Context: an optimization exercise on an open-source flow, tuned for small area. The choices shown serve that exercise and are no tape-out recipe. Function was checked by simulation only, so behaviour that the tests miss may differ from the original. Power figures rest on the tool's default switching activity, not on a simulated workload.

## flow/design.v (module list and top-level ports; edited modules follow where they fit)
// module dot_product_top: 2568 lines
// module dp_fa: 10 lines
// module dp_xor: 7 lines
module dot_product_top (
    input  logic        clk,
    input  logic        reset,
    input  logic        up_valid,
    input  logic        up_last,
    input  logic [63:0] up_data,
    input  logic [63:0] up_weight,
    output logic        dn_valid,
    output logic [15:0] dn_data
);
  // ...
==> flow/run.sh <==
#!/bin/bash
# synth_recipe.tcl (not shown) runs the flow's synth.tcl, then flattens the netlist and writes it again
# the make line also repeats each setting of config.mk as NAME=value (left out here)
make -C /OpenROAD-flow-scripts/flow DESIGN_CONFIG=/design/flow/config.mk WORK_HOME=/design/flow/orfs CLKGATE_MAP_FILE= SYNTH_SCRIPT=/design/flow/synth_recipe.tcl finish
==> flow/config.mk <==
export PLATFORM = sky130hd
export DESIGN_NAME = dot_product_top
export DESIGN_NICKNAME = dot_product_top
export VERILOG_FILES = /design/flow/design.v
export SDC_FILE = /design/flow/constraint.sdc
export NUM_CORES = 4
export LEC_CHECK = 0
export ABC_AREA = 1
export CAP_MARGIN = 20
export CORE_MARGIN = 2
export CORE_UTILIZATION = 40
export GPL_TIMING_DRIVEN = 0
export SLEW_MARGIN = 20
export SYNTH_HIERARCHICAL = 1
export SYNTH_MINIMUM_KEEP_SIZE = 0
==> flow/constraint.sdc <==
create_clock -name core_clock -period 6.0 [get_ports {clk}]
set_input_delay 1.2000 -clock core_clock [delete_from_list [all_inputs] [get_ports {clk}]]
set_output_delay 1.2000 -clock core_clock [all_outputs]
set_load 0.01 [all_outputs]
==> out/qor.txt, run 1 <==
status: finished clean
CTS Buf Count: 9
total number of vias: 17853
maxcap violations: 0
count of cell types in the netlist: 36
clk root buf: clkbuf_16
Slowest-stage cell, CP: clkdlybuf4s50_1
leakage power: 0.0108 uW
commonest non-fill, non-tap cell in the layout: xor2_1
worst vdd ir: 659 uV
cells along the critical path: clkdlybuf4s50_1 -> buf_2 -> or2_1 -> nand2_1 -> o21ai_4 -> o22ai_2 -> xor2_1 -> fa_1 -> fa_1 -> fa_1 -> fa_1 -> fa_1 -> fa_1 -> fa_1
clock-pin transition on the worst setup and hold timing paths: 0.06 ns
Hold Slack: 0.442 ns
vias in the first global route: 18507
switching share of total power: 52.5%
Cells after Synth: 2286
r2r setup slk: 0.40 ns
share of cells above drive strength 1: 13.5%
Fin Clk Skew: 0.00701 ns
max layer used: met4
drt pass-1 iters: 5
Main synth FF type: dfxtp_1
final worst setup slack: 0.0733 ns
area share of xor/xnor cells in the synthesized design: 18.3%
largest area contributor in the netlist: fa_1
Reg-to-Reg End: total[13]
==> run 2, diff against run 1 <==
--- a/flow/design.v
+++ b/flow/design.v
@@ -1303,50 +1303,48 @@
     wire s1308;
     wire c1309;
     wire s1310;
     wire c1311;
     wire s1312;
     wire c1313;
     wire s1314;
     wire c1315;
-    wire x1316;
-    wire x1317;
-    wire x1318;
-    wire x1319;
-    wire x1320;
-    wire x1321;
-    wire x1322;
-    wire x1323;
-    wire x1324;
-    wire x1325;
-    wire x1326;
-    wire x1327;
-    wire x1328;
-    wire x1329;
-    wire x1330;
-    wire x1331;
-    wire x1332;
-    wire x1333;
-    wire x1334;
-    wire x1335;
-    wire x1336;
-    wire x1337;
-    wire x1338;
-    wire x1339;
-    wire x1340;
-    wire x1341;
-    wire x1342;
-    wire x1343;
-    wire x1344;
-    wire x1345;
-    wire x1346;
-    wire x1347;
-    wire x1348;
-    wire x1349;
+    wire s1316;
+    wire c1317;
+    wire s1318;
+    wire c1319;
+    wire s1320;
+    wire c1321;
+    wire s1322;
+    wire c1323;
+    wire s1324;
+    wire c1325;
+    wire s1326;
+    wire c1327;
+    wire s1328;
+    wire c1329;
+    wire s1330;
+    wire c1331;
+    wire s1332;
+    wire c1333;
+    wire s1334;
+    wire c1335;
+    wire s1336;
+    wire c1337;
+    wire s1338;
+    wire c1339;
+    wire s1340;
+    wire c1341;
+    wire s1342;
+    wire c1343;
+    wire s1344;
+    wire c1345;
+    wire s1346;
+    wire c1347;
     assign one0 = up_weight[0];
     assign two1 = up_weight[1] & ~up_weight[0];
     assign p2 = (one0 & up_data[0]) ^ up_weight[1];
     assign p3 = ((one0 & up_data[1]) | (two1 & up_data[0])) ^ up_weight[1];
     assign p4 = ((one0 & up_data[2]) | (two1 & up_data[1])) ^ up_weight[1];
     assign p5 = ((one0 & up_data[3]) | (two1 & up_data[2])) ^ up_weight[1];
     assign p6 = ((one0 & up_data[4]) | (two1 & up_data[3])) ^ up_weight[1];
     assign p7 = ((one0 & up_data[5]) | (two1 & up_data[4])) ^ up_weight[1];
@@ -2275,50 +2273,32 @@
     dp_fa u_s1300 (.a(c1253), .b(c1255), .c(c1257), .s(s1300), .co(c1301));
     dp_fa u_s1302 (.a(c1259), .b(c1261), .c(s1290), .s(s1302), .co(c1303));
     dp_fa u_s1304 (.a(s1292), .b(s1294), .c(s1296), .s(s1304), .co(c1305));
     dp_fa u_s1306 (.a(s1298), .b(c1263), .c(c1265), .s(s1306), .co(c1307));
     dp_fa u_s1308 (.a(c1267), .b(s1300), .c(s1302), .s(s1308), .co(c1309));
     dp_fa u_s1310 (.a(s1304), .b(c1269), .c(c1271), .s(s1310), .co(c1311));
     dp_fa u_s1312 (.a(s1306), .b(s1308), .c(c1273), .s(s1312), .co(c1313));
     dp_fa u_s1314 (.a(c1275), .b(s1310), .c(s1312), .s(s1314), .co(c1315));
-    assign x1316 = ~p109;
-    dp_xor u_x1317 (.a(p123), .b(p135), .y(x1317));
-    dp_xor u_x1318 (.a(p229), .b(p245), .y(x1318));
-    dp_xor u_x1319 (.a(p259), .b(p271), .y(x1319));
-    dp_xor u_x1320 (.a(p365), .b(p381), .y(x1320));
-    dp_xor u_x1321 (.a(p395), .b(p407), .y(x1321));
-    dp_xor u_x1322 (.a(p501), .b(p517), .y(x1322));
-    dp_xor u_x1323 (.a(p531), .b(p543), .y(x1323));
-    dp_xor u_x1324 (.a(p93), .b(x1316), .y(x1324));
-    dp_xor u_x1325 (.a(x1317), .b(x1318), .y(x1325));
-    dp_xor u_x1326 (.a(x1319), .b(x1320), .y(x1326));
-    dp_xor u_x1327 (.a(x1321), .b(x1322), .y(x1327));
-    dp_xor u_x1328 (.a(x1323), .b(c1279), .y(x1328));
-    dp_xor u_x1329 (.a(c1281), .b(c1283), .y(x1329));
-    dp_xor u_x1330 (.a(c1285), .b(c1287), .y(x1330));
-    dp_xor u_x1331 (.a(c1289), .b(x1324), .y(x1331));
-    dp_xor u_x1332 (.a(x1325), .b(x1326), .y(x1332));
-    dp_xor u_x1333 (.a(x1327), .b(x1328), .y(x1333));
-    dp_xor u_x1334 (.a(x1329), .b(x1330), .y(x1334));
-    dp_xor u_x1335 (.a(x1331), .b(x1332), .y(x1335));
-    dp_xor u_x1336 (.a(c1291), .b(c1293), .y(x1336));
-    dp_xor u_x1337 (.a(c1295), .b(c1297), .y(x1337));
-    dp_xor u_x1338 (.a(c1299), .b(x1333), .y(x1338));
-    dp_xor u_x1339 (.a(x1334), .b(x1335), .y(x1339));
-    dp_xor u_x1340 (.a(x1336), .b(x1337), .y(x1340));
-    dp_xor u_x1341 (.a(x1338), .b(x1339), .y(x1341));
-    dp_xor u_x1342 (.a(c1301), .b(c1303), .y(x1342));
-    dp_xor u_x1343 (.a(c1305), .b(x1340), .y(x1343));
-    dp_xor u_x1344 (.a(x1341), .b(x1342), .y(x1344));
-    dp_xor u_x1345 (.a(x1343), .b(c1307), .y(x1345));
-    dp_xor u_x1346 (.a(c1309), .b(x1344), .y(x1346));
-    dp_xor u_x1347 (.a(x1345), .b(x1346), .y(x1347));
-    dp_xor u_x1348 (.a(c1311), .b(x1347), .y(x1348));
-    dp_xor u_x1349 (.a(c1313), .b(x1348), .y(x1349));
+    dp_fa u_s1316 (.a(1'b1), .b(p109), .c(p123), .s(s1316), .co(c1317));
+    dp_fa u_s1318 (.a(p135), .b(p229), .c(p245), .s(s1318), .co(c1319));
+    dp_fa u_s1320 (.a(p259), .b(p271), .c(p365), .s(s1320), .co(c1321));
+    dp_fa u_s1322 (.a(p381), .b(p395), .c(p407), .s(s1322), .co(c1323));
+    dp_fa u_s1324 (.a(p501), .b(p517), .c(p531), .s(s1324), .co(c1325));
+    dp_fa u_s1326 (.a(p543), .b(p93), .c(c1279), .s(s1326), .co(c1327));
+    dp_fa u_s1328 (.a(c1281), .b(c1283), .c(c1285), .s(s1328), .co(c1329));
+    dp_fa u_s1330 (.a(c1287), .b(c1289), .c(s1316), .s(s1330), .co(c1331));
+    dp_fa u_s1332 (.a(s1318), .b(s1320), .c(s1322), .s(s1332), .co(c1333));
+    dp_fa u_s1334 (.a(s1324), .b(c1291), .c(c1293), .s(s1334), .co(c1335));
+    dp_fa u_s1336 (.a(c1295), .b(c1297), .c(c1299), .s(s1336), .co(c1337));
+    dp_fa u_s1338 (.a(s1326), .b(s1328), .c(s1330), .s(s1338), .co(c1339));
+    dp_fa u_s1340 (.a(s1332), .b(c1301), .c(c1303), .s(s1340), .co(c1341));
+    dp_fa u_s1342 (.a(s1334), .b(c1305), .c(s1336), .s(s1342), .co(c1343));
+    dp_fa u_s1344 (.a(s1338), .b(c1307), .c(c1309), .s(s1344), .co(c1345));
+    dp_fa u_s1346 (.a(s1340), .b(s1342), .c(c1311), .s(s1346), .co(c1347));
     logic v1, l1;
     logic r0_0;
     logic r0_1;
     logic r1_0;
     logic r1_1;
     logic r1_2;
     logic r1_3;
     logic r1_4;
@@ -2358,16 +2338,18 @@
     logic r12_3;
     logic r13_0;
     logic r13_1;
     logic r13_2;
     logic r14_0;
     logic r14_1;
     logic r15_0;
     logic r15_1;
+    logic r15_2;
+    logic r15_3;
     always_ff @(posedge clk) begin
         if (reset) begin
             v1 <= 1'b0;
         end else begin
             v1 <= up_valid;
         end
         l1 <= up_last;
         r0_0 <= s638;
@@ -2411,18 +2393,20 @@
         r12_1 <= c1191;
         r12_2 <= s1236;
         r12_3 <= c1193;
         r13_0 <= s1274;
         r13_1 <= c1237;
         r13_2 <= s1276;
         r14_0 <= c1277;
         r14_1 <= s1314;
-        r15_0 <= x1349;
-        r15_1 <= c1315;
+        r15_0 <= s1344;
+        r15_1 <= c1313;
+        r15_2 <= s1346;
+        r15_3 <= c1315;
     end
     logic        first;
     logic [15:0] total;
     logic [15:0] base;
     logic [15:0] bsum_x, bsum_y;
     assign base = first ? 16'h0 : total;
     wire bs0;
     wire bc1;
@@ -2499,20 +2483,22 @@
     wire bs72;
     wire bc73;
     wire bs74;
     wire bc75;
     wire bs76;
     wire bc77;
     wire bs78;
     wire bc79;
-    wire bx80;
-    wire bx81;
-    wire bx82;
-    wire bx83;
+    wire bs80;
+    wire bc81;
+    wire bs82;
+    wire bc83;
+    wire bs84;
+    wire bc85;
     dp_fa u_bs0 (.a(r0_0), .b(r0_1), .c(base[0]), .s(bs0), .co(bc1));
     dp_fa u_bs2 (.a(r1_0), .b(r1_1), .c(r1_2), .s(bs2), .co(bc3));
     dp_fa u_bs4 (.a(r1_3), .b(r1_4), .c(base[1]), .s(bs4), .co(bc5));
     dp_fa u_bs6 (.a(bs2), .b(bc1), .c(bs4), .s(bs6), .co(bc7));
     dp_fa u_bs8 (.a(r2_0), .b(r2_1), .c(base[2]), .s(bs8), .co(bc9));
     dp_fa u_bs10 (.a(bc3), .b(bc5), .c(bs8), .s(bs10), .co(bc11));
     dp_fa u_bs12 (.a(r3_0), .b(r3_1), .c(base[3]), .s(bs12), .co(bc13));
     dp_fa u_bs14 (.a(bc9), .b(bs12), .c(bc11), .s(bs14), .co(bc15));
@@ -2543,21 +2529,20 @@
     dp_fa u_bs64 (.a(r12_0), .b(r12_1), .c(r12_2), .s(bs64), .co(bc65));
     dp_fa u_bs66 (.a(r12_3), .b(base[12]), .c(bc59), .s(bs66), .co(bc67));
     dp_fa u_bs68 (.a(bs64), .b(bc61), .c(bs66), .s(bs68), .co(bc69));
     dp_fa u_bs70 (.a(r13_0), .b(r13_1), .c(r13_2), .s(bs70), .co(bc71));
     dp_fa u_bs72 (.a(base[13]), .b(bc65), .c(bs70), .s(bs72), .co(bc73));
     dp_fa u_bs74 (.a(bc67), .b(bs72), .c(bc69), .s(bs74), .co(bc75));
     dp_fa u_bs76 (.a(r14_0), .b(r14_1), .c(base[14]), .s(bs76), .co(bc77));
     dp_fa u_bs78 (.a(bc71), .b(bs76), .c(bc73), .s(bs78), .co(bc79));
-    dp_xor u_bx80 (.a(r15_0), .b(r15_1), .y(bx80));
-    dp_xor u_bx81 (.a(base[15]), .b(bx80), .y(bx81));
-    dp_xor u_bx82 (.a(bx81), .b(bc77), .y(bx82));
-    dp_xor u_bx83 (.a(bx82), .b(bc79), .y(bx83));
-    assign bsum_x = {bx83, bs78, bs74, bs68, bs62, bs56, bs50, bs44, bs38, bs32, bs26, bs20, bs14, bc7, bs6, bs0};
+    dp_fa u_bs80 (.a(r15_0), .b(r15_1), .c(r15_2), .s(bs80), .co(bc81));
+    dp_fa u_bs82 (.a(r15_3), .b(base[15]), .c(bs80), .s(bs82), .co(bc83));
+    dp_fa u_bs84 (.a(bc77), .b(bs82), .c(bc79), .s(bs84), .co(bc85));
+    assign bsum_x = {bs84, bs78, bs74, bs68, bs62, bs56, bs50, bs44, bs38, bs32, bs26, bs20, bs14, bc7, bs6, bs0};
     assign bsum_y = {1'b0, bc75, 1'b0, bc63, 1'b0, bc51, 1'b0, 1'b0, 1'b0, 1'b0, 1'b0, 1'b0, 1'b0, bs10, 1'b0, 1'b0};
     always_ff @(posedge clk) begin
         if (reset) begin
             first    <= 1'b1;
             dn_valid <= 1'b0;
         end else begin
             if (v1) first <= l1;
             dn_valid <= v1 && l1;
@@ -2571,15 +2556,8 @@
     input  logic b,
     input  logic c,
     output logic s,
     output logic co
 );
     assign s  = a ^ b ^ c;
     assign co = (a & b) | (a & c) | (b & c);
 endmodule
-module dp_xor (
-    input  logic a,
-    input  logic b,
-    output logic y
-);
-    assign y = a ^ b;
-endmodule
==> flow/flow/run.sh (new file) <==
#!/bin/bash
# The standard layout with three changes: the port buffers are the smallest
# plain buffer, the buffers that synthesis inserted are removed at floorplan
# (the placer's repair inserts what timing and slew need), and non-critical
# gates are downsized after global routing.
set -euo pipefail
export BUFFER_PORTS_ARGS="-buffer_cell sky130_fd_sc_hd__buf_1"
export REMOVE_ABC_BUFFERS=1
export RECOVER_POWER=100
bash standard.sh > standard.log 2>&1
==> flow/standard.sh (new file) <==
#!/bin/bash
# synth_recipe.tcl (not shown) runs the flow's synth.tcl, then flattens the netlist and writes it again
# the make line also repeats each setting of config.mk as NAME=value (left out here)
make -C /OpenROAD-flow-scripts/flow DESIGN_CONFIG=/design/flow/config.mk WORK_HOME=/design/flow/orfs CLKGATE_MAP_FILE= SYNTH_SCRIPT=/design/flow/synth_recipe.tcl "${@:-finish}"
==> flow/config.mk (replaced) <==
export PLATFORM = sky130hd
export DESIGN_NAME = dot_product_top
export DESIGN_NICKNAME = dot_product_top
export VERILOG_FILES = /design/flow/design.v
export SDC_FILE = /design/flow/constraint.sdc
export NUM_CORES = 4
export LEC_CHECK = 0
export ABC_AREA = 1
export CAP_MARGIN = 20
export CORE_MARGIN = 2
export CORE_UTILIZATION = 60
export CTS_BUF_LIST = sky130_fd_sc_hd__clkbuf_8
export GPL_TIMING_DRIVEN = 0
export SLEW_MARGIN = 20
export SYNTH_HIERARCHICAL = 1
export SYNTH_MINIMUM_KEEP_SIZE = 0
removed: flow/run.sh
==> out/qor.txt, run 2 <==
maxcap violations: 0 (unchanged)
vias in the first global route: 16823 (-9.1%)
worst hold path depth: 2
f_max: 171 MHz
Cells after Synth: 2121 (-7.2%)
H-tree depth: 3
Rows: 69
Initial Util: 61.0%
antenna violations before repair: 0
r2r worst-path depth: 18
dpl ws: -0.809 ns
die span in x: 194 um
count leader, synth: xor2_1
final instance area: 22200 sq um
Fin Clk Skew: 0.00871 ns (+0.00170 ns)
n_diodes: 0
RSZ-0062 raised after global routing: no
top cell type's share of synthesized area: 40.2%
Slew @ Worst Pin: 1.10 ns
clk root buf: clkbuf_8
Reg with most FFs: total
IO Pins: 149
Final TNS setup: 0 ns
CP Max Fanout: 21
clock-pin transition on the worst setup and hold timing paths: 0.08 ns (+0.02 ns)
Tightest Hold Check Type: flop to flop
CP endpoint kind: flop
status: finished clean
initial drt markers: 1786
Final setup viols: 0
CTS sink cnt: 70
Post-synth EDFFs: 16
Synth area leaders: fa_1 (40%), xor2_1 (18%), o22ai_1 (8.2%), o22ai_2 (7.8%), dfxtp_1 (5.0%)
power per cell area: 756 nW/um^2
count of cell types in the netlist: 35 (-2.8%)
# port buffers: 148
asr flop ratio synth: 0%
Main synth FF type: dfxtp_1
first-pass GRT wire length: 108000 um
sequential area share after synthesis: 7.18%
CTS Buf Count: 9 (unchanged)
routed length per instance: 27.7 um
clk buf depth: 2
drt drc: 0
via/cell ratio: 6.49
largest net degree at the start of global routing: 24
CTS hold repair buffers: 0
Cell Area, Synth: 21700 sq um
DP Area: 21900 sq um
Startpoint Class: input port
Worst EP arrival: 6.05 ns
FF/Latch Area: 1560 sq um
flops & latches, synth: 70
Final Hold Fails: 0
final worst setup slack: 0.138 ns (+0.0646 ns)
most frequent cells in the layout: xor2_1 (453), fa_1 (437), o22ai_1 (284)
Routed WL: 71300 um
Skew-Pair Late Insertion Delay: 0.35 ns
largest area contributor in the netlist: fa_1
leakage power: 0.00916 uW (-15%)
Core ar.: 35700 sq um
max reg flops: 16
critical path class: input port to flop
P&R area growth vs syn: 1.95%
critical path required time: 6.19 ns
die area: 37800 sq um
synth warn: 7
drt pass-1 iters: 26 (+21)
Post-DP HPWL: 57200 um
post-CTS setup buffers: 0
Final nets: 2724
Relative slew margins: 26.4%
Max Transition Viols Final: 0
final period utilization: 97.7%
area of the multi-input gates: 18700 sq um
CTS tree: done
commonest non-fill, non-tap cell in the layout: xor2_1
min Tclk post-route: 5.86 ns
Post-synth top cells: xor2_1 (453), fa_1 (437), o22ai_1 (284), nand2_1 (166), o22ai_2 (136)
worst vdd ir: 656 uV (-0.45%)
Hold Slack: 0.442 ns (-0.000323 ns)
Power, Total: 16700 uW
grt total ovfl: 0
Final ANT Viol Nets: 0
share of cells above drive strength 1: 10.9% (-2.6 points)
die height: 194 um
Syn Area/Cell: 10.2 sq um
routability cong.: 0.997
filler instances: 3029
gr usage total: 38.6%
total number of vias: 16717 (-6.4%)
==> run 2: Yosys stat by module (local to each module, per instance) <==
module	area, sq um	cells	copies in the design	flops+latches
dot_product_top	13000	1684	1	70
dp_fa	20.0	1	437	0
==> run 2: what timing repair did <==
item | CTS | global route
resized for setup | 9 | 26
endpoints found under the setup margin | 24 | 15
gates cloned | 0 | 0
==> run 2: logic make-up after synthesis <==
group,after synthesis,share of synthesized area [%]
XOR/XNOR,455,18.3
other,1,0.0173
AND/OR/NAND/NOR,308,6.05
adder cells (fa/ha/maj),482,42.8
AO/OA/AOI/OAI,499,18.3
flip-flops,70,7.18
buffers and inverters,306,7.24
==> run 2: layout make-up <==
class                   count  share of cell area, %
clock buffers               9                  0.559
clock inverters             7                  0.356
inverters                 132                   2.24
multi-input cells        1748                   84.2
flip-flops and latches     70                   7.05
well taps                 461                   2.60
repair buffers            149                   2.96
==> run 2: worst max-delay path, stage by stage <==
cell and delay, ns:
buf_2 0.51, or2_1 0.21, nand2_1 0.36, o22ai_1 0.33
xor2_1 0.20, fa_1 0.48, fa_1 0.47, fa_1 0.45
fa_1 0.43, fa_1 0.39, fa_1 0.51, fa_1 0.51
==> run 2: metrics by stage <==
step / instances / utilization, %
final: 2576 / 62.2
after global routing: 2576 / 62.2
after global placement: 2559 / 61.1
after CTS: 2576 / 61.9
after floorplan: 1950 / -
after detailed placement: 2560 / 61.3
==> run 2: final timing paths <==
kind	startpoint	slack, ns	endpoint
min reg2reg	l1	0.44	dn_valid
max reg2reg	first	0.48	total[13]
min	l1	0.44	dn_valid
max	up_weight[25]	0.14	r14_1
==> run 2: where the power goes <==
part           leakage [uW]  internal [uW]  switching [uW]
clock network      0.000105            197             189
logic               0.00845           6420            8550
registers          0.000604           1260             126
==> run 2: routing by layer <==
layer	global-route usage (%)	share of wire, %	up-vias
met5	0	0	-
met4	14.7	4.7	0
met3	5.26	9.0	144
met2	61.9	47	915
met1	53.7	40	8568
li1	-	-	7090
==> run 3, diff against run 2 <==
--- a/flow/config.mk
+++ b/flow/config.mk
@@ -8,8 +8,7 @@
 export ABC_AREA = 1
 export CAP_MARGIN = 20
 export CORE_MARGIN = 2
-export CORE_UTILIZATION = 60
-export CTS_BUF_LIST = sky130_fd_sc_hd__clkbuf_8
+export CORE_UTILIZATION = 40
 export GPL_TIMING_DRIVEN = 0
 export SLEW_MARGIN = 20
 export SYNTH_HIERARCHICAL = 1
==> out/qor.txt, run 3 <==
Final Hold Fails: 0 (unchanged)
filler instances: 5242 (+73%)
routability cong.: 0.978 (-1.9%)
worst vdd ir: 777 uV (+19%)
commonest non-fill, non-tap cell in the layout: xor2_1
RSZ-0062 raised after global routing: no
FF/Latch Area: 1560 sq um (unchanged)
CTS hold repair buffers: 0 (unchanged)
critical path required time: 6.20 ns (about the same)
area of the multi-input gates: 18600 sq um (-0.19%)
Max Transition Viols Final: 0 (unchanged)
die height: 237 um (+22%)
Worst EP arrival: 6.12 ns (+0.07 ns)
biggest cell delay along the critical path: 0.60 ns (+0.09 ns)
H-tree depth: 3 (unchanged)
r2r setup slk: 0.48 ns (about the same)
drt pass-1 iters: 5 (-81%)
Post-synth EDFFs: 16 (unchanged)
maxcap violations: 0 (unchanged)
min Tclk post-route: 5.92 ns (+0.0605 ns)
first-pass GRT wire length: 111000 um (+3.3%)
max reg flops: 16 (unchanged)
synth warn: 7 (unchanged)
Core ar.: 53800 sq um (+51%)
flops & latches, synth: 70 (unchanged)
Reg with most FFs: total
dpl ws: -0.793 ns (+0.0164 ns)
top cell type's share of synthesized area: 40.2% (unchanged)
Routed WL: 75100 um (+5.4%)
most frequent cells in the layout: xor2_1 (452), fa_1 (437), o22ai_1 (288)
Power, Total: 17000 uW (+1.3%)
drt drc: 0 (unchanged)
critical path class: input port to flop
Rows: 85 (+23%)
Skew-Pair Late Insertion Delay: 0.34 ns (about the same)
Slowest-stage cell, CP: fa_1
CP Max Fanout: 17 (-19%)
asr flop ratio synth: 0% (unchanged)
power per cell area: 754 nW/um^2 (-0.27%)
P&R area growth vs syn: 3.59%
status: finished clean
Relative slew margins: 29.8% (+3.4 points)
cells along the critical path: buf_2 -> or2_0 -> nand2_1 -> o22ai_1 -> xor2_1 -> fa_1 -> fa_1 -> fa_1 -> fa_1 -> fa_1 -> fa_1
CP endpoint kind: flop
clk buf depth: 2 (unchanged)
Cells after Synth: 2121 (unchanged)
IO Pins: 149 (unchanged)
crit-path most repeated cell: fa_1
Tightest Hold Check Type: flop to flop
leakage power: 0.00919 uW (+0.38%)
Initial Util: 40.4% (-21 points)
largest area contributor in the netlist: fa_1
Post-DP HPWL: 60100 um (+5.0%)
antenna violations before repair: 0 (unchanged)
FF-to-FF Start: first
CTS Buf Count: 9 (unchanged)
# port buffers: 148 (unchanged)
number of placed instances, taps included: 2795 (+9.2%)
CP startpoint: up_weight[45]
grt total ovfl: 0 (unchanged)
die span in x: 237 um (+22%)
clk root buf: clkbuf_16
Slew @ Worst Pin: 1.05 ns (-0.0514 ns)
share of cells above drive strength 1: 10.8% (-0.10 points)
via/cell ratio: 5.85 (-9.8%)
Fin Clk Skew: 0.00681 ns (-0.00190 ns)
CTS sink cnt: 70 (unchanged)
CTS tree: done
Cell Area, Synth: 21700 sq um (unchanged)
Final nets: 2725 (+0.037%)
final period utilization: 98.7% (+1.0 points)
final worst setup slack: 0.0773 ns (-0.0605 ns)
n_diodes: 0 (unchanged)
HP Start: l1
initial drt markers: 1571 (-12%)
vias in the first global route: 16982 (+0.95%)
clock-pin transition on the worst setup and hold timing paths: 0.06 ns (-0.02 ns)
Main synth FF type: dfxtp_1
Final setup viols: 0 (unchanged)
routed length per instance: 26.7 um (-3.4%)
f_max: 169 MHz (-1.0%)
Startpoint Class: input port
count leader, synth: xor2_1
Syn Area/Cell: 10.2 sq um (unchanged)
Post-synth top cells: xor2_1 (453), fa_1 (437), o22ai_1 (284), nand2_1 (166), o22ai_2 (136)
count of cell types in the netlist: 35 (unchanged)
Final ANT Viol Nets: 0 (unchanged)
largest net degree at the start of global routing: 24 (unchanged)
gr usage total: 26.7% (-12 points)
Synth area leaders: fa_1 (40%), xor2_1 (18%), o22ai_1 (8.2%), o22ai_2 (7.8%), dfxtp_1 (5.0%)
total number of vias: 16456 (-1.6%)
die area: 56200 sq um (+49%)
sequential area share after synthesis: 7.18% (unchanged)
Non-Filler Instances: 2812 (+9.2%)
run 3: metal layers:
metal | global-route usage (%) | part of all wire (%) | up-vias
met5 | 0 | 0 | -
met4 | 12.3 | 5.5 | 0
met3 | 3.32 | 6.1 | 119
met2 | 43.6 | 47 | 733
met1 | 35.6 | 41 | 8513
li1 | - | - | 7091
run 3: repair_timing:
| item | 4_1_cts | 5_1_grt |
|---|---|---|
| buffers inserted | 0 | 0 |
| gates cloned | 0 | 0 |
| hold endpoints to repair | 0 | 0 |
| setup endpoints to repair | 25 | 9 |
| gates resized for setup | 15 | 26 |
run 3: cell families (layout without fill, tap and decap cells):
logic type,Yosys count,in the layout,synth area share [%]
and+or+nand+nor,308,308,6.05
other,1,4,0.0173
buffers and inverters,306,298,7.24
adders and majority gates,482,482,42.8
xor gates and xnor gates,455,455,18.3
AOI/OAI and AO/OA,499,499,18.3
DFF,70,70,7.18
run 3: modules after synthesis, one instance, submodules excluded:
module | area, sq um | cells inside | flops+latches
dot_product_top | 13000 | 1684 | 70
dp_fa | 20.0 | 1 | 0
run 3: where the power goes:
group,internal [uW],switching (uW),leakage [uW]
clock,290,216,0.000141
combinational,6440,8640,0.00845
sequential,1270,124,0.000604
total,7990,8980,0.00919
run 3: through the flow:
stage,hold slack (ns),utilization (%),setup TNS (ns),instance area (sq um)
2_1_floorplan,0.410,-,0,20700
3_3_place_gp,0.421,41.1,-29.35,22100
3_5_place_dp,0.421,41.2,-17.55,22100
4_1_cts,0.430,41.8,0,22500
5_1_grt,0.454,41.8,0,22500
6_report,0.428,41.8,0,22500
run 3: path summary, 6_finish.rpt:
check / end / cells past startpoint
setup / recovery: r9_2 / 11
hold / removal: dn_valid / 2
setup reg to reg: total[13] / 18
hold reg to reg: dn_valid / 2
run 3: area by class of cell:
type | instances | area share, %
Clock inverter | 7 | 0.278
Clock buffer | 9 | 1.00
Tap cell | 696 | 3.87
Inverter | 132 | 2.20
Sequential cell | 70 | 6.94
Multi-Input combinational cell | 1748 | 82.7
Timing Repair Buffer | 150 | 2.97
run 3: worst max-delay path, delay by kind of cell:
kind,cells,cell delay [ns]
xor+xnor,1,0.58
buf+inv,1,0.43
simple gates,2,0.51
fa+ha+maj,6,3.08
compound gates,1,0.30
==> run 4, diff against run 3 <==
==> flow/flow/run.sh (replaced) <==
#!/bin/bash
# The standard layout with these changes: synthesis as standard, then every
# combinational cell set to its smallest size (the placer's and router's
# repair steps size up what timing needs); the buffers synthesis inserted are
# removed at floorplan; the port buffers are the smallest plain buffer; and
# non-critical gates are downsized after global routing.
set -euo pipefail
export BUFFER_PORTS_ARGS="-buffer_cell sky130_fd_sc_hd__buf_1"
export REMOVE_ABC_BUFFERS=1
export RECOVER_POWER=100
bash standard.sh synth > synth.log 2>&1
SYNTH_ODB=orfs/results/$FLOW_PLATFORM/dot_product_top/base/1_synth.odb openroad -no_init -exit flow/downsize.tcl > downsize.log 2>&1
bash standard.sh > standard.log 2>&1
==> flow/flow/downsize.tcl (new file) <==
# Set every combinational cell of the synthesized netlist to its smallest
# drive strength; the layout's own repair steps size up what timing needs.
set odb $::env(SYNTH_ODB)
read_db $odb
set db [ord::get_db]
set block [ord::get_db_block]
set n 0
foreach inst [$block getInsts] {
  set m [[$inst getMaster] getName]
  if { ![regexp {^(sky130_fd_sc_hd__)([a-z0-9]+)_([0-9]+)$} $m -> pfx base drive] } { continue }
  if { [regexp {^(df|edf|sdf|dl|conb|tap|fill|decap|clk)} $base] } { continue }
  if { $drive <= 1 } { continue }
  foreach d {1 0} {
    set t [$db findMaster "${pfx}${base}_${d}"]
    if { $t != "NULL" } {
      $inst swapMaster $t
      incr n
      break
    }
  }
}
puts "downsized $n instances"
write_db $odb
--- a/flow/config.mk
+++ b/flow/config.mk
@@ -10,6 +10,7 @@
 export CORE_MARGIN = 2
 export CORE_UTILIZATION = 40
 export GPL_TIMING_DRIVEN = 0
+export SETUP_SLACK_MARGIN = 0.1
 export SLEW_MARGIN = 20
 export SYNTH_HIERARCHICAL = 1
 export SYNTH_MINIMUM_KEEP_SIZE = 0
==> out/qor.txt, run 4 <==
status: finished clean
CTS sink cnt: 70 (unchanged)
CP endpoint kind: flop
vias in the first global route: 17079 (+0.57%)
Final Hold Fails: 0 (unchanged)
max reg flops: 16 (unchanged)
CP delay by family, top: adder cells
Rows: 82 (-3.5%)
Final nets: 2724 (-0.037%)
clk root buf: clkbuf_16
Startpoint Class: input port
FF/Latch Area: 1560 sq um (unchanged)
Reg with most FFs: total
Skew-Pair Late Insertion Delay: 0.33 ns (about the same)
cells along the critical path: clkbuf_2 -> or2_1 -> nand2_1 -> o22ai_1 -> xor2_1 -> fa_1 -> fa_1 -> fa_1 -> fa_1 -> fa_1 -> fa_1
CP Max Fanout: 17 (unchanged)
grt total ovfl: 0 (unchanged)
routed length per instance: 26.7 um (about the same)
gr usage total: 28.1% (+1.4 points)
initial drt markers: 2008 (+28%)
via/cell ratio: 6.03 (+3.0%)
worst path bufs/invs: 1 (unchanged)
Relative slew margins: 44.6% (+15 points)
most frequent cells in the layout: xor2_1 (448), fa_1 (437), o22ai_1 (420)
Routed WL: 74500 um (-0.86%)
P&R area growth vs syn: 7.01%
Core Util, Final: 43.4% (+1.5 points)
# port buffers: 148 (unchanged)
die span in x: 229 um (-3.2%)
largest net degree at the start of global routing: 24 (unchanged)
total number of vias: 16799 (+2.1%)
FF-to-FF Start: first
dpl ws: -1.12 ns (-0.332 ns)
power per cell area: 783 nW/um^2 (+3.9%)
Hold Slack: 0.429 ns (+0.00127 ns)
n_diodes: 0 (unchanged)
maxcap violations: 0 (unchanged)
Tightest Hold Check Type: flop to flop
Core ar.: 50200 sq um (-6.8%)
leakage power: 0.00889 uW (-3.3%)
CP startpoint: up_weight[45]
routability cong.: 0.999 (+2.2%)
RSZ-0062 raised after global routing: no
worst vdd ir: 872 uV (+12%)
CTS hold repair buffers: 0 (unchanged)
Slew @ Worst Pin: 0.831 ns (-0.222 ns)
Final TNS setup: 0 ns (unchanged)
Cell Area, Synth: 20300 sq um (-6.5%)
HP Start: l1
filler instances: 4918 (-6.2%)
final period utilization: 98.2% (-0.48 points)
crit-path most repeated cell: fa_1
Initial Util: 40.5% (+0.13 points)
Syn Area/Cell: 9.58 sq um (-6.5%)
area of the multi-input gates: 17900 sq um (-4.1%)
Post-DP HPWL: 59200 um (-1.5%)
Power, Total: 17000 uW (+0.36%)
die height: 229 um (-3.2%)
commonest non-fill, non-tap cell in the layout: xor2_1
min Tclk post-route: 5.89 ns (-0.0288 ns)
die area: 52600 sq um (-6.4%)
synth warn: 7 (unchanged)
CP Depth: 11 (unchanged)
biggest cell delay along the critical path: 0.68 ns (+0.08 ns)
H-tree depth: 3 (unchanged)
first-pass GRT wire length: 111000 um (-0.59%)
Final ANT Viol Nets: 0 (unchanged)
worst hold path depth: 2 (unchanged)
IO Pins: 149 (unchanged)
Final setup viols: 0 (unchanged)
CTS tree: done
drt drc: 0 (unchanged)
Max Transition Viols Final: 0 (unchanged)
drt pass-1 iters: 6 (+1)
Cells after Synth: 2121 (unchanged)
antenna violations before repair: 0 (unchanged)
share of cells above drive strength 1: 4.78% (-6.0 points)
clock-pin transition on the worst setup and hold timing paths: 0.06 ns (about the same)
critical path class: input port to flop
critical path required time: 6.24 ns (+0.04 ns)
Post-CTS Resized: 63 (+48)
Fin Clk Skew: 0.00591 ns (-0.000900 ns)
Slowest-stage cell, CP: fa_1
final worst setup slack: 0.106 ns (+0.0288 ns)
f_max: 170 MHz (+0.49%)
post-CTS setup buffers: 0 (unchanged)
r2r worst-path depth: 18 (unchanged)
clk buf depth: 2 (unchanged)
Worst EP arrival: 6.13 ns (about the same)
CTS Buf Count: 9 (unchanged)
[run 4: changes by cell type in the layout (fill, tap and decap cells not counted), sizes merged]
| cell | delta |
|---|---|
| clkdlybuf4s15 | +1 |
| clkbuf | -1 |
| clkinv | +3 |
| inv | -4 |
[run 4: worst paths after layout]
check         endpoint  slack, ns
max reg2reg  total[13]       0.39
min           dn_valid       0.43
max              r14_1       0.11
min reg2reg   dn_valid       0.43
[run 4: stage by stage]
step                std cells  area [sq um]
floorplan                1950         19700
global placement         2770         21100
detailed placement       2771         21200
CTS                      2787         21700
global route             2787         21800
finish                   2787         21800
[run 4: report_power, final]
part           internal, uW  switching (uW)
combinational          6430            8700
clock                   311             206
sequential             1260             124
[run 4: tightest hold or removal path, stage by stage, from the launching register on]
cell and delay (ns):
dfxtp_1 0.30, nand2_1 0.05, nor2_1 0.03
[run 4: metal layers]
metal	share of wire, %	up-vias	routed length (um)	GRT usage (%)
li1	-	7097	-	-
met1	40	8645	29900	37.4
met2	47	926	34900	46.2
met3	7.2	131	5340	2.89
met4	5.9	0	4410	13.2
met5	0	-	0	0
[run 4: area by class of cell]
cell class / instances / area share [%]
clock buffers: 10 / 1.15
clock inverters: 6 / 0.236
inverters: 132 / 2.29
multi-input cells: 1748 / 82.2
flip-flops and latches: 70 / 7.18
well taps: 672 / 3.86
repair buffers: 149 / 3.12
==> run 5, diff against run 4 <==
--- a/flow/config.mk
+++ b/flow/config.mk
@@ -8,9 +8,10 @@
 export ABC_AREA = 1
 export CAP_MARGIN = 20
 export CORE_MARGIN = 2
-export CORE_UTILIZATION = 40
+export CORE_UTILIZATION = 60
+export CTS_BUF_LIST = sky130_fd_sc_hd__clkbuf_8
 export GPL_TIMING_DRIVEN = 0
-export SETUP_SLACK_MARGIN = 0.1
+export SETUP_SLACK_MARGIN = 0.05
 export SLEW_MARGIN = 20
 export SYNTH_HIERARCHICAL = 1
 export SYNTH_MINIMUM_KEEP_SIZE = 0
==> out/qor.txt, run 5 <==
drt pass-1 iters: 5 (-1)
critical path required time: 6.22 ns (-0.02 ns)
H-tree depth: 3 (unchanged)
Worst EP arrival: 6.11 ns (-0.02 ns)
Slowest-stage cell, CP: fa_1
clk root buf: clkbuf_8
f_max: 170 MHz (+0.13%)
Final nets: 2725 (+0.037%)
commonest non-fill, non-tap cell in the layout: xor2_1
die span in x: 188 um (-18%)
most frequent cells in the layout: xor2_1 (453), fa_1 (437), o22ai_1 (420)
Syn Area/Cell: 9.58 sq um (unchanged)
antenna violations before repair: 0 (unchanged)
total number of vias: 16650 (-0.89%)
Final Hold Fails: 0 (unchanged)
clock-pin transition on the worst setup and hold timing paths: 0.08 ns (+0.02 ns)
Cell Area, Synth: 20300 sq um (unchanged)
n_diodes: 0 (unchanged)
drt drc: 0 (unchanged)
CTS Buf Count: 9 (unchanged)
Initial Util: 60.8% (+20 points)
final worst setup slack: 0.114 ns (+0.00758 ns)
Rows: 67 (-18%)
max reg flops: 16 (unchanged)
Max Transition Viols Final: 0 (unchanged)
RSZ-0062 raised after global routing: yes
routed length per instance: 26.8 um (+0.24%)
crit-path most repeated cell: fa_1
Tightest Hold Check Type: flop to flop
power per cell area: 765 nW/um^2 (-2.3%)
r2r setup slk: 0.50 ns (+0.11 ns)
final instance area: 21200 sq um (-2.4%)
Slew @ Worst Pin: 0.980 ns (+0.149 ns)
share of cells above drive strength 1: 3.50% (-1.3 points)
die height: 188 um (-18%)
P&R area growth vs syn: 4.41%
gr usage total: 39.9% (+12 points)
min Tclk post-route: 5.89 ns (-0.00758 ns)
Final ANT Viol Nets: 0 (unchanged)
maxcap violations: 0 (unchanged)
Reg with most FFs: total
r2r worst-path depth: 18 (unchanged)
largest net degree at the start of global routing: 24 (unchanged)
CTS sink cnt: 70 (unchanged)
critical path class: input port to flop
cells along the critical path: buf_2 -> inv_1 -> nand2_1 -> nand2_1 -> nand2_2 -> o22ai_1 -> xor2_1 -> fa_1 -> fa_1 -> fa_1 -> fa_1 -> fa_1 -> fa_1 -> fa_1
initial drt markers: 1581 (-21%)
vias in the first global route: 16923 (-0.91%)
WHS Endpoint: dn_valid
dpl ws: -0.904 ns (+0.221 ns)
Final setup viols: 0 (unchanged)
clk buf depth: 2 (unchanged)
worst hold path depth: 2 (unchanged)
Routed WL: 68700 um (-7.8%)
die area: 35400 sq um (-33%)
HP Start: l1
DP Area: 20900 sq um (-1.4%)
CTS tree: done
synth warn: 7 (unchanged)
# port buffers: 148 (unchanged)
final period utilization: 98.1% (-0.13 points)
Fin Clk Skew: 0.00881 ns (+0.00289 ns)
Post-DP HPWL: 55200 um (-6.6%)
grt total ovfl: 0 (unchanged)
Relative slew margins: 34.7% (-9.9 points)
Hold Slack: 0.444 ns (+0.0151 ns)
Skew-Pair Late Insertion Delay: 0.36 ns (+0.03 ns)
FF-to-FF Start: first
CP Max Fanout: 18 (+1)
leakage power: 0.00883 uW (-0.68%)
via/cell ratio: 6.49 (+7.7%)
CP endpoint kind: flop
status: finished clean
Cells after Synth: 2121 (unchanged)
routability cong.: 1.02 (+1.7%)
CP startpoint: up_weight[1]
worst vdd ir: 724 uV (-17%)
IO Pins: 149 (unchanged)
Reg-to-Reg End: total[13]
Startpoint Class: input port
Core ar.: 33400 sq um (-33%)
biggest cell delay along the critical path: 0.53 ns (-0.15 ns)
first-pass GRT wire length: 104000 um (-6.2%)
## run 5: worst max path at each step
stage	to
after global routing	r9_2
after CTS	r3_1
after floorplan	r9_2
after global placement	r11_2
final	r11_2
after detailed placement	r11_2
## run 5: routing by layer
metal / global-route usage (%) / share of wire [%]
met1: 50.8 / 37
met2: 62.1 / 45
met3: 10.0 / 11
met4: 23.0 / 7.3
met5: 0 / 0
## run 5: area by class of cell
type	instances	area (sq um)
Clock buffer	9	124
Fill cell	2927	12200
Tap cell	448	561
Multi-Input combinational cell	1748	17700
Clock inverter	7	78.8
Inverter	132	495
Sequential cell	70	1560
Timing Repair Buffer	150	681
## run 5: power breakdown
group | switching [uW] | internal [uW]
Combinational | 8250 | 6200
Sequential | 125 | 1260
Clock | 191 | 198
## run 5: repair_timing
item / in CTS / in global routing
hold buffers: 0 / 0
buffers inserted: 0 / 0
setup endpoints to repair: 33 / 14
gates cloned: 0 / 0
gates resized for setup: 22 / 36
## run 5: stage by stage
step	utilization (%)	cells	power (uW)	TNS, ns
floorplan	-	1950	10400	0
global placement	62.2	2546	15300	-42.14
detailed placement	62.4	2547	15700	-21.05
CTS	63.2	2563	16100	0
global route	63.5	2564	17800	0
finish	63.5	2564	16200	0
## run 5: critical path, delay by kind of cell
kind / cells / cell delay (ns)
buffers and inverters: 2 / 0.56
XOR/XNOR: 1 / 0.37
adder cells (fa/ha/maj): 7 / 3.23
AND/OR/NAND/NOR: 3 / 0.59
AO/OA/AOI/OAI: 1 / 0.16
==> run 6, diff against run 5 <==
--- a/flow/config.mk
+++ b/flow/config.mk
@@ -9,7 +9,8 @@
 export CAP_MARGIN = 20
 export CORE_MARGIN = 2
 export CORE_UTILIZATION = 60
-export CTS_BUF_LIST = sky130_fd_sc_hd__clkbuf_8
+export CTS_BUF_LIST = sky130_fd_sc_hd__clkbuf_4 sky130_fd_sc_hd__clkbuf_8
+export CTS_CLUSTER_SIZE = 30
 export GPL_TIMING_DRIVEN = 0
 export SETUP_SLACK_MARGIN = 0.05
 export SLEW_MARGIN = 20
==> out/qor.txt, run 6 <==
status: finished clean
critical path class: input port to flop
Core Util, Final: 63.5% (unchanged)
f_max: 170 MHz (unchanged)
Skew-Pair Late Insertion Delay: 0.36 ns (about the same)
most frequent cells in the layout: xor2_1 (453), fa_1 (437), o22ai_1 (420)
final worst setup slack: 0.114 ns (unchanged)
clock-pin transition on the worst setup and hold timing paths: 0.08 ns (about the same)
die height: 188 um (unchanged)
Post-DP HPWL: 55200 um (unchanged)
grt total ovfl: 0 (unchanged)
Fin Clk Skew: 0.00881 ns (unchanged)
drt pass-1 iters: 5 (unchanged)
CP Max Fanout: 18 (unchanged)
Cells after Synth: 2121 (unchanged)
CTS hold repair buffers: 0 (unchanged)
die span in x: 188 um (unchanged)
r2r setup slk: 0.50 ns (about the same)
WL met2: 31000 um (unchanged)
Routed WL: 68700 um (unchanged)
dpl ws: -0.904 ns (unchanged)
CP startpoint: up_weight[1]
Reg-to-Reg End: total[13]
Final Hold Fails: 0 (unchanged)
clk root buf: clkbuf_8
first-pass GRT wire length: 104000 um (unchanged)
H-tree depth: 3 (unchanged)
CTS sink cnt: 70 (unchanged)
commonest non-fill, non-tap cell in the layout: xor2_1
total number of vias: 16650 (unchanged)
met3 wire length: 7360 um (unchanged)
via/cell ratio: 6.49 (unchanged)
clk buf depth: 2 (unchanged)
Final TNS setup: 0 ns (unchanged)
Slew @ Worst Pin: 0.980 ns (unchanged)
CTS Buf Count: 9 (unchanged)
FF-to-FF Start: first
antenna violations before repair: 0 (unchanged)
die area: 35400 sq um (unchanged)
IO Pins: 149 (unchanged)
n_diodes: 0 (unchanged)
# port buffers: 148 (unchanged)
largest net degree at the start of global routing: 24 (unchanged)
Final nets: 2725 (unchanged)
critical path required time: 6.22 ns (about the same)
Reg with most FFs: total
Core ar.: 33400 sq um (unchanged)
Metal-1 WL: 25300 um (unchanged)
r2r worst-path depth: 18 (unchanged)
leakage power: 0.00883 uW (unchanged)
share of cells above drive strength 1: 3.50% (unchanged)
RSZ-0062 raised after global routing: yes
Initial Util: 60.8% (unchanged)
final period utilization: 98.1% (unchanged)
vias in the first global route: 16923 (unchanged)
CTS tree: done
post-CTS setup buffers: 0 (unchanged)
Startpoint Class: input port
worst vdd ir: 724 uV (unchanged)
Power, Total: 16200 uW (unchanged)
Final setup viols: 0 (unchanged)
power per cell area: 765 nW/um^2 (unchanged)
CP endpoint kind: flop
maxcap violations: 0 (unchanged)
P&R area growth vs syn: 4.41% (unchanged)
gr usage total: 39.9% (unchanged)
crit path capture: r11_2
Worst EP arrival: 6.11 ns (about the same)
filler instances: 2927 (unchanged)
Tightest Hold Check Type: flop to flop
initial drt markers: 1581 (unchanged)
HP Start: l1
max reg flops: 16 (unchanged)
max layer used: met4
Syn Area/Cell: 9.58 sq um (unchanged)
Rows: 67 (unchanged)
Max Transition Viols Final: 0 (unchanged)
routed length per instance: 26.8 um (unchanged)
min Tclk post-route: 5.89 ns (unchanged)
routability cong.: 1.02 (unchanged)
synth warn: 7 (unchanged)
Relative slew margins: 34.7% (unchanged)
Hold Slack: 0.444 ns (unchanged)
Cell Area, Synth: 20300 sq um (unchanged)
Final ANT Viol Nets: 0 (unchanged)
drt drc: 0 (unchanged)
[run 6: layer usage]
metal / global-route usage [%] / vias up
met4: 23.0 / 0
li1: - / 7107
met2: 62.1 / 984
met3: 10.0 / 189
met5: 0 / -
met1: 50.8 / 8370
[run 6: report_power, final]
part	leakage [uW]	switching [uW]	total, uW	internal (uW)
combinational	0.00812	8250	14500	6200
clock	0.000107	191	389	198
sequential	0.000604	125	1390	1260
total	0.00883	8560	16200	7670
[run 6: critical path, cell delays in order]
cell and delay [ns]:
buf_2 0.39, inv_1 0.17, nand2_1 0.19, nand2_1 0.09
nand2_2 0.31, o22ai_1 0.16, xor2_1 0.37, fa_1 0.53
fa_1 0.49, fa_1 0.48, fa_1 0.46, fa_1 0.39
fa_1 0.39, fa_1 0.49
[run 6: final cells by class]
cell class	count	area, sq um	share of cell area, %
multi-input cells	1748	17700	83.5
repair buffers	150	681	3.21
well taps	448	561	2.64
clock buffers	9	124	0.584
flip-flops and latches	70	1560	7.36
clock inverters	7	78.8	0.371
inverters	132	495	2.33
[run 6: repair_timing]
item                       CTS  global route
resized for setup           22            36
setup endpoints to repair   33            14
cloned                       0             0
hold endpoints to repair     0             0
pin swaps                    0             0
[run 6: how the worst min path moves through the flow]
stage,slack (ns),endpoint,cells after the start
3_3_place_gp,0.42,dn_valid,2
4_1_cts,0.44,dn_valid,2
3_5_place_dp,0.42,dn_valid,2
2_1_floorplan,0.41,dn_valid,2
6_report,0.44,dn_valid,2
5_1_grt,0.49,dn_valid,2
[run 6: through the flow]
step | cells | instance area, sq um
2_1_floorplan | 1950 | 19700
3_3_place_gp | 2546 | 20800
3_5_place_dp | 2547 | 20900
4_1_cts | 2563 | 21100
5_1_grt | 2564 | 21200
6_report | 2564 | 21200
==> run 7, diff against run 6 <==
==> flow/flow/run.sh (replaced) <==
#!/bin/bash
# The standard layout with these changes: synthesis as standard, then every
# combinational cell set to its smallest size (the placer's and router's
# repair steps size up what timing needs); the buffers synthesis inserted are
# removed at floorplan; the port buffers are the smallest plain buffer; and
# non-critical gates are downsized after global routing; clock tree
# synthesis adds no dummy loads.
set -euo pipefail
export BUFFER_PORTS_ARGS="-buffer_cell sky130_fd_sc_hd__buf_1"
export REMOVE_ABC_BUFFERS=1
export RECOVER_POWER=100
export CTS_ARGS="-sink_clustering_enable -repair_clock_nets -dont_use_dummy_load -buf_list sky130_fd_sc_hd__clkbuf_8"
bash standard.sh synth > synth.log 2>&1
SYNTH_ODB=orfs/results/$FLOW_PLATFORM/dot_product_top/base/1_synth.odb openroad -no_init -exit flow/downsize.tcl > downsize.log 2>&1
bash standard.sh > standard.log 2>&1
--- a/flow/config.mk
+++ b/flow/config.mk
@@ -9,10 +9,9 @@
 export CAP_MARGIN = 20
 export CORE_MARGIN = 2
 export CORE_UTILIZATION = 60
-export CTS_BUF_LIST = sky130_fd_sc_hd__clkbuf_4 sky130_fd_sc_hd__clkbuf_8
-export CTS_CLUSTER_SIZE = 30
+export CTS_BUF_LIST = sky130_fd_sc_hd__clkbuf_8
 export GPL_TIMING_DRIVEN = 0
-export SETUP_SLACK_MARGIN = 0.05
+export SETUP_SLACK_MARGIN = 0.1
 export SLEW_MARGIN = 20
 export SYNTH_HIERARCHICAL = 1
 export SYNTH_MINIMUM_KEEP_SIZE = 0
==> out/qor.txt, run 7 <==
via/cell ratio: 6.55 (+0.85%)
r2r worst-path depth: 18 (unchanged)
power per cell area: 762 nW/um^2 (-0.36%)
crit-path most repeated cell: fa_1
clk root buf: clkbuf_8
DP Area: 20900 sq um (unchanged)
H-tree depth: 3 (unchanged)
Max Transition Viols Final: 0 (unchanged)
Fin Clk Skew: 0.0294 ns (+0.0206 ns)
Clock power frac: 1.7% (-0.7 points)
antenna violations before repair: 0 (unchanged)
initial drt markers: 1745 (+10%)
dpl ws: -0.904 ns (unchanged)
Worst EP arrival: 6.11 ns (about the same)
Startpoint Class: input port
number of placed instances, taps included: 2547 (unchanged)
Slowest-stage cell, CP: clkdlybuf4s15_1
clock-pin transition on the worst setup and hold timing paths: 0.07 ns (about the same)
Reg with most FFs: total
commonest non-fill, non-tap cell in the layout: xor2_1
min Tclk post-route: 5.93 ns (+0.0411 ns)
f_max: 169 MHz (-0.69%)
routability cong.: 1.02 (unchanged)
drt drc: 0 (unchanged)
switching share of total power: 52.9% (+0.099 points)
routing usage on met1: 51.5% (+0.70 points)
max reg flops: 16 (unchanged)
die area: 35400 sq um (unchanged)
Core ar.: 33400 sq um (unchanged)
die span in x: 188 um (unchanged)
Non-Filler Instances: 2558 (-0.23%)
die height: 188 um (unchanged)
status: finished clean
Power, Total: 16100 uW (-0.51%)
synth warn: 7 (unchanged)
Reg-to-Reg End: total[13]
CTS Buf Count: 9 (unchanged)
Final nets: 2725 (unchanged)
P&R area growth vs syn: 4.26%
post-CTS setup buffers: 0 (unchanged)
critical path class: input port to flop
met3 Resource Use GR: 9.21% (-0.82 points)
vias in the first global route: 16927 (+0.024%)
met2 usage: 62.8% (+0.67 points)
Cell Area, Synth: 20300 sq um (unchanged)
CP endpoint kind: flop
Rows: 67 (unchanged)
largest net degree at the start of global routing: 24 (unchanged)
Slew @ Worst Pin: 0.994 ns (+0.0143 ns)
worst hold path depth: 2 (unchanged)
Comb power frac: 89.7% (+0.7 points)
Tightest Hold Check Type: flop to flop
total number of vias: 16753 (+0.62%)
Final Hold Fails: 0 (unchanged)
worst path bufs/invs: 1 (-1)
# port buffers: 148 (unchanged)
CTS sink cnt: 70 (unchanged)
Routed WL: 68900 um (+0.26%)
Final setup viols: 0 (unchanged)
IO Pins: 149 (unchanged)
Cells after Synth: 2121 (unchanged)
first-pass GRT wire length: 104000 um (about the same)
layer with the highest usage: met2
cells along the critical path: clkdlybuf4s15_1 -> nand2_1 -> o21ai_4 -> o22ai_1 -> xor2_1 -> fa_1 -> fa_1 -> fa_1 -> fa_1 -> fa_1 -> fa_1 -> fa_1
CTS hold repair buffers: 0 (unchanged)
RSZ-0062 raised after global routing: yes
final worst setup slack: 0.0726 ns (-0.0411 ns)
critical path required time: 6.18 ns (-0.04 ns)
biggest cell delay along the critical path: 0.61 ns (+0.08 ns)
Reg power frac: 8.6% (about the same)
maxcap violations: 0 (unchanged)
Final ANT Viol Nets: 0 (unchanged)
CP delay by family, top: adder cells
worst vdd ir: 741 uV (+2.5%)
Post-CTS Resized: 38 (+73%)
Post-DP HPWL: 55200 um (unchanged)
final period utilization: 98.8% (+0.68 points)
grt total ovfl: 0 (unchanged)
FF-to-FF Start: first
HP Start: l1
drt pass-1 iters: 6 (+1)
routed length per instance: 26.9 um (+0.49%)
WHS Endpoint: dn_valid
Initial Util: 60.8% (unchanged)
most frequent cells in the layout: xor2_1 (452), fa_1 (436), o22ai_1 (420)
leakage power: 0.00879 uW (-0.38%)
CP Max Fanout: 13 (-5)
Skew-Pair Late Insertion Delay: 0.35 ns (about the same)
Power Internal: 7610 uW (-0.71%)
final instance area: 21200 sq um (-0.15%)
clk buf depth: 2 (unchanged)
Syn Area/Cell: 9.58 sq um (unchanged)
Final TNS setup: 0 ns (unchanged)
share of cells above drive strength 1: 3.56% (+0.059 points)
gr usage total: 39.9% (about the same)
Relative slew margins: 33.7% (-0.95 points)
net switching power figure: 8540 uW (-0.32%)
CTS tree: done
r2r setup slk: 0.52 ns (+0.02 ns)
[run 7: power by group through the flow]
stage / combinational, uW / sequential (uW) / clock, uW
floorplan: 8990 / 1410 / 0
global placement: 13900 / 1390 / 0
detailed placement: 14200 / 1410 / 0
CTS: 14300 / 1400 / 284
global route: 15900 / 1420 / 303
finish: 14500 / 1390 / 279
[run 7: worst register-to-register path: stages, from the launching register on]
cell and delay [ns]:
dfxtp_2 0.52, nor2_1 0.12, fa_1 0.45, fa_1 0.40
fa_1 0.39, fa_1 0.39, fa_1 0.39, fa_1 0.39
fa_1 0.39, fa_1 0.39, fa_1 0.39, ha_1 0.34
nand2_1 0.06, nor2_1 0.15, nand3_1 0.12, nand2_1 0.11
nand3_1 0.10, nand3_1 0.08, nand2_1 0.05
[run 7: worst max path at each step]
stage             startpoint    end  slack, ns  depth (start not counted)
2_1_floorplan  up_weight[19]   r9_2       0.62                         12
4_1_cts         up_weight[5]   r3_1       0.10                         12
6_report       up_weight[15]  r14_1       0.07                         12
3_3_place_gp   up_weight[41]  r11_2      -1.31                         11
5_1_grt        up_weight[15]  r14_1       0.01                         12
3_5_place_dp    up_weight[1]  r11_2      -0.90                         13
[run 7: stage by stage]
step,utilization [%],hold WS (ns)
finish,63.4,0.442
global route,63.4,0.483
CTS,63.1,0.433
detailed placement,62.4,0.423
global placement,62.2,0.423
floorplan,-,0.410
[run 7: layout make-up]
cell class	count	area (sq um)
Multi-Input combinational cell	1748	17800
Fill cell	2942	12300
Sequential cell	70	1560
Timing Repair Buffer	150	684
Tap cell	448	561
Inverter	132	495
Clock buffer	9	124
Antenna cell	1	2.50
[run 7: per-layer routing]
layer  routed length [um]  up-vias
met5                    0        -
met4                 4570        0
met1                25400     8401
li1                     -     7099
met3                 7420      168
met2                31400     1085

[static timing again, ports no longer ideal]
How much do the figures lean on ideal ports? The routed layouts below were timed once more, with nothing changed but the port constraints.
Step 1, drivers: a clkbuf_16 drives clk and a buf_2 each remaining input, both assumed.
Step 2 adds t to the input delays and takes it off the output delays; t is the mean of the earliest and latest rising clock arrival at the registers after step 1. Input paths then give back, and output paths get back, about the clock's delay inside the block.
Slacks: ideal / step 1 / step 2; pairs: ideal / step 1.
run | shift t [ns] | setup slack, ns | hold slack, ns | worst setup path after step 2 | slew at the worst register clock pin (ns)
run 1 | 0.360 | 0.073 / 0.088 / -0.272 | 0.442 / 0.442 / 0.442 | input to register | 0.06 / 0.06
run 2 | 0.379 | 0.138 / 0.153 / -0.226 | 0.442 / 0.442 / 0.442 | input to register | 0.08 / 0.08
run 3 | 0.369 | 0.077 / 0.089 / -0.280 | 0.428 / 0.428 / 0.428 | input to register | 0.06 / 0.06
run 4 | 0.365 | 0.106 / 0.115 / -0.251 | 0.429 / 0.429 / 0.429 | input to register | 0.06 / 0.06
run 5 | 0.383 | 0.114 / 0.123 / -0.259 | 0.444 / 0.444 / 0.444 | input to register | 0.08 / 0.08
run 6 | 0.383 | 0.114 / 0.123 / -0.259 | 0.444 / 0.444 / 0.444 | input to register | 0.08 / 0.08
run 7 | 0.368 | 0.073 / 0.076 / -0.292 | 0.442 / 0.442 / 0.442 | input to register | 0.08 / 0.08
Met with ideal ports but missed after step 2: setup timing in every run listed.
